This design comes from an exercise in tuning for small area on the open sky130 flow, not from production work.
In this exercise RTL edits were held to simulation tests only and were not proved equivalent to the original.
No activity file was given, so power comes from the tool's default toggle rates.

run 1:
// block_nms_top
module block_nms_top (
    input  logic       clk,
    input  logic       rst_n,
    input  logic       cfg_valid,
    input  logic [6:0] cfg_width,
    input  logic [6:0] cfg_height,
    input  logic       in_valid,
    input  logic [7:0] in_score,
    output logic       out_valid,
    output logic [7:0] out_score,
    output logic       out_last
);
For scale: about 1,100 cells after synthesis, about 17,000 sq um of cells after synthesis.
Settings: LEC_CHECK=0, ABC_AREA=1, CAP_MARGIN=20, CORE_MARGIN=2, CORE_UTILIZATION=75, CTS_CLUSTER_DIAMETER=100, CTS_CLUSTER_SIZE=30, PLACE_DENSITY=0.85, SLEW_MARGIN=20; clock period 8.0 ns.
run.sh (not shown) runs the stock make flow with config.mk's settings and CLKGATE_MAP_FILE= SYNTH_SCRIPT=/design/flow/synth_recipe.tcl, a recipe that flattens the netlist after the stock synthesis.
diff inputs: run 1 => run 2
==> flow/flow/run.sh (new file) <==
#!/bin/bash
# The standard layout, with one change to synthesis: ABC maps the
# combinational logic with an area-oriented script (flow/abc_area.script)
# instead of ORFS's. Registers, flattening and renaming are the standard
# synthesis's, since only the ABC script differs.
set -e -o pipefail
W=$PWD

# a private copy of the ORFS scripts with the ABC script replaced
rm -rf "$W/scripts"
cp -r "$FLOW_HOME/scripts" "$W/scripts"
cp "$W/flow/abc_area.script" "$W/scripts/abc_area.script"
export SCRIPTS_DIR="$W/scripts"

bash standard.sh > "$W/standard.log" 2>&1
==> flow/flow/abc_area.script (new file) <==
strash
ifraig
dc2
strash
&get -n
&dch -f
&nf -a -R 1000
&put
topo
==> flow/standard.sh (new file) <==
#!/bin/bash
# synth_recipe.tcl (not shown) runs the flow's synth.tcl, then flattens the netlist and writes it again
# the make line also repeats each setting of config.mk as NAME=value (left out here)
make -C /OpenROAD-flow-scripts/flow DESIGN_CONFIG=/design/flow/config.mk WORK_HOME=/design/flow/orfs CLKGATE_MAP_FILE= SYNTH_SCRIPT=/design/flow/synth_recipe.tcl "${@:-finish}"
removed: flow/run.sh
==> comparison <==
In run 2, post-detailed-route wirelength per cell is higher than in run 1. Taking run 2 as 1.0, run 1 lands at 1.07 on via count. Run 2 vs. run 1: number of signal-net inverters in the final layout went down by 32.

* * *

Another version of the RTL of block_nms_top (not shown whole).
For scale: roughly 970 cells after synthesis, about 440 flip-flops, about 36 I/O pins.
Settings: LEC_CHECK=0, CAP_MARGIN=0, CORE_MARGIN=2, CORE_UTILIZATION=70, CTS_CLUSTER_DIAMETER=100, CTS_CLUSTER_SIZE=25, PLACE_DENSITY=0.8, SLEW_MARGIN=0; clock period 8.0 ns.
Stock flow here: none of the scripts above is used.
The first run finished clean.
Next try:
==> flow/config.mk (replaced) <==
export PLATFORM = sky130hd
export DESIGN_NAME = block_nms_top
export DESIGN_NICKNAME = block_nms_top
export VERILOG_FILES = /design/flow/design.v
export SDC_FILE = /design/flow/constraint.sdc
export NUM_CORES = 4
export LEC_CHECK = 0
export CAP_MARGIN = 20
export CORE_MARGIN = 2
export CORE_UTILIZATION = 40
export SLEW_MARGIN = 20
Outcome:
- The changed run went through all stages and came out clean
- final cell count is higher by about a fifth
- count of clock-buffer cells in the layout is higher by 18
- global-route usage is lower by 12 points
- clock skew is lower by 12 ps
- non-clock buffer count is higher by 4
- maximum frequency is lower slightly
Next try:
--- a/flow/config.mk
+++ b/flow/config.mk
@@ -8,4 +8,7 @@
 export CAP_MARGIN = 20
 export CORE_MARGIN = 2
-export CORE_UTILIZATION = 40
+export CORE_UTILIZATION = 70
+export CTS_CLUSTER_DIAMETER = 100
+export CTS_CLUSTER_SIZE = 30
+export PLACE_DENSITY = 0.8
 export SLEW_MARGIN = 20
=> Final area came out lower by 6.0%. Hold slack improves by 9.2 ps. Routed wire length came out lower by about 5.5%. Die area came out lower by 42%. Combinational power barely changes. Setup slack degrades by 12 ps. First-iteration DRC count came out higher by 39%. Total power came out lower by about 15%.

* * *

## P
block_nms_top, a different RTL version from the one above (not shown whole).
For scale: about 820 cells after synthesis, about 440 flip-flops, roughly 36 I/O pins, about 15000 um2 of cells after synthesis.
export LEC_CHECK = 0
export ABC_AREA = 1
export CAP_MARGIN = 20
export CORE_MARGIN = 2
export CORE_UTILIZATION = 80
export GPL_TIMING_DRIVEN = 0
export PLACE_DENSITY = 0.88
export SLEW_MARGIN = 20
export BUFFER_PORTS_ARGS = -buffer_cell sky130_fd_sc_hd__buf_1
export CTS_ARGS = -sink_clustering_enable -repair_clock_nets -sink_clustering_size 30 -sink_clustering_max_diameter 100 -dont_use_dummy_load -root_buf sky130_fd_sc_hd__clkbuf_8 -tree_buf sky130_fd_sc_hd__clkbuf_8 -buf_list sky130_fd_sc_hd__clkbuf_16
create_clock -name core_clock -period 8.0 [get_ports {clk}]
standard.sh (not shown) runs the stock make flow with config.mk's settings and CLKGATE_MAP_FILE= SYNTH_SCRIPT=/design/flow/synth_recipe.tcl, a recipe that flattens the netlist after the stock synthesis.
==> flow/flow/run.sh <==
#!/bin/bash
# The standard layout with two changes:
# - synthesis: ABC maps the combinational logic with an area-oriented script
#   (flow/abc_area.script) instead of ORFS's. Registers, flattening and
#   renaming are the standard synthesis's, since only the ABC script differs.
# - placement: every input and output port still gets a buffer, but the
#   smallest one (buf_1); repair_design sizes it up where a net needs it.
# - clock tree: no dummy loads, and clkbuf_8 above the leaf level.
set -e -o pipefail
W=$PWD

# a private copy of the ORFS scripts with the ABC script replaced
rm -rf "$W/scripts"
cp -r "$FLOW_HOME/scripts" "$W/scripts"
cp "$W/flow/abc_area.script" "$W/scripts/abc_area.script"
export SCRIPTS_DIR="$W/scripts"

# settings ORFS reads from the design config
cat >> "$W/config.mk" <<'EOC'
export BUFFER_PORTS_ARGS = -buffer_cell sky130_fd_sc_hd__buf_1
export CTS_ARGS = -sink_clustering_enable -repair_clock_nets -sink_clustering_size 30 -sink_clustering_max_diameter 100 -dont_use_dummy_load -root_buf sky130_fd_sc_hd__clkbuf_8 -tree_buf sky130_fd_sc_hd__clkbuf_8 -buf_list sky130_fd_sc_hd__clkbuf_16
EOC

bash standard.sh > "$W/standard.log" 2>&1
==> flow/flow/abc_area.script <==
strash
ifraig
dc2
strash
&get -n
&dch -f
&nf -a -R 1000
&put
topo
P finished end to end and its layout was clean on timing, DRC and antenna.
Setup changes, P to Q
Settings: CORE_UTILIZATION: 80 -> 65; GPL_TIMING_DRIVEN: 0 -> unset; PLACE_DENSITY: 0.88 -> 0.95.
==> results.txt <==
Min final worst-path setup slack across P and Q: P. What Q reported for count of standard-cell rows has to be multiplied by 0.893 to get the figure for P. Compare P and Q | number of vias per cell after detailed routing higher: P. For maximum number of pins on one net before global-route repair, dividing the value from Q by the value from P gives 1.3. Power ended up 1.9% lower on Q than on P. The insertion delay of the later-clocked pin in the worst-skew pair on P is in line with that on Q. Q vs P, instance count: Q higher. On maximum frequency, P and Q are neck and neck. Q vs. P: count of clock-buffer cells in the layout about even, final design utilization fell 19 points, effective utilization at floorplan fell 16 points. For P, the end of the critical path was acc_score[10][2], unlike Q, where it was acc_pos[14][2].

==> afterwards: timing with drivers on the ports <==
The results above use ideal ports. As a check the final layouts listed here were re-extracted and re-timed, cells and wires unchanged.
Step 1 assumes that a clkbuf_16 drives the clock port and a buf_2 every other input.
Step 2, shift: input delay + t, output delay - t, t = (earliest + latest rising clock arrival at the registers) / 2. This alone moves slack from input paths to output paths.
Slacks: ideal ports / drivers / drivers and shift; pairs: ideal ports / drivers.
| run | t, ns | setup slack, ns | hold slack, ns |
|---|---|---|---|
| run 1 | 0.573 | 2.419 / 2.419 / 2.419 | 0.338 / 0.338 / 0.338 |
| run 2 | 0.577 | 2.406 / 2.406 / 2.104 | 0.336 / 0.336 / 0.336 |
| the first run of note 2 | 0.588 | 2.908 / 2.908 / 2.623 | 0.332 / 0.332 / 0.332 |
| the second run of note 2 | 0.583 | 2.869 / 2.869 / 2.540 | 0.327 / 0.327 / 0.327 |
| the third run of note 2 | 0.574 | 2.857 / 2.857 / 2.529 | 0.336 / 0.336 / 0.336 |
| P | 0.650 | 1.591 / 1.591 / 1.591 | 0.341 / 0.341 / 0.341 |
| Q | 0.655 | 1.601 / 1.600 / 1.600 | 0.337 / 0.337 / 0.337 |
After both steps setup and hold are still met in every run listed. For the second run of note 2, which loses most, drivers alone change the setup slack by 0.000 ns; drivers and shift together by -0.329 ns.
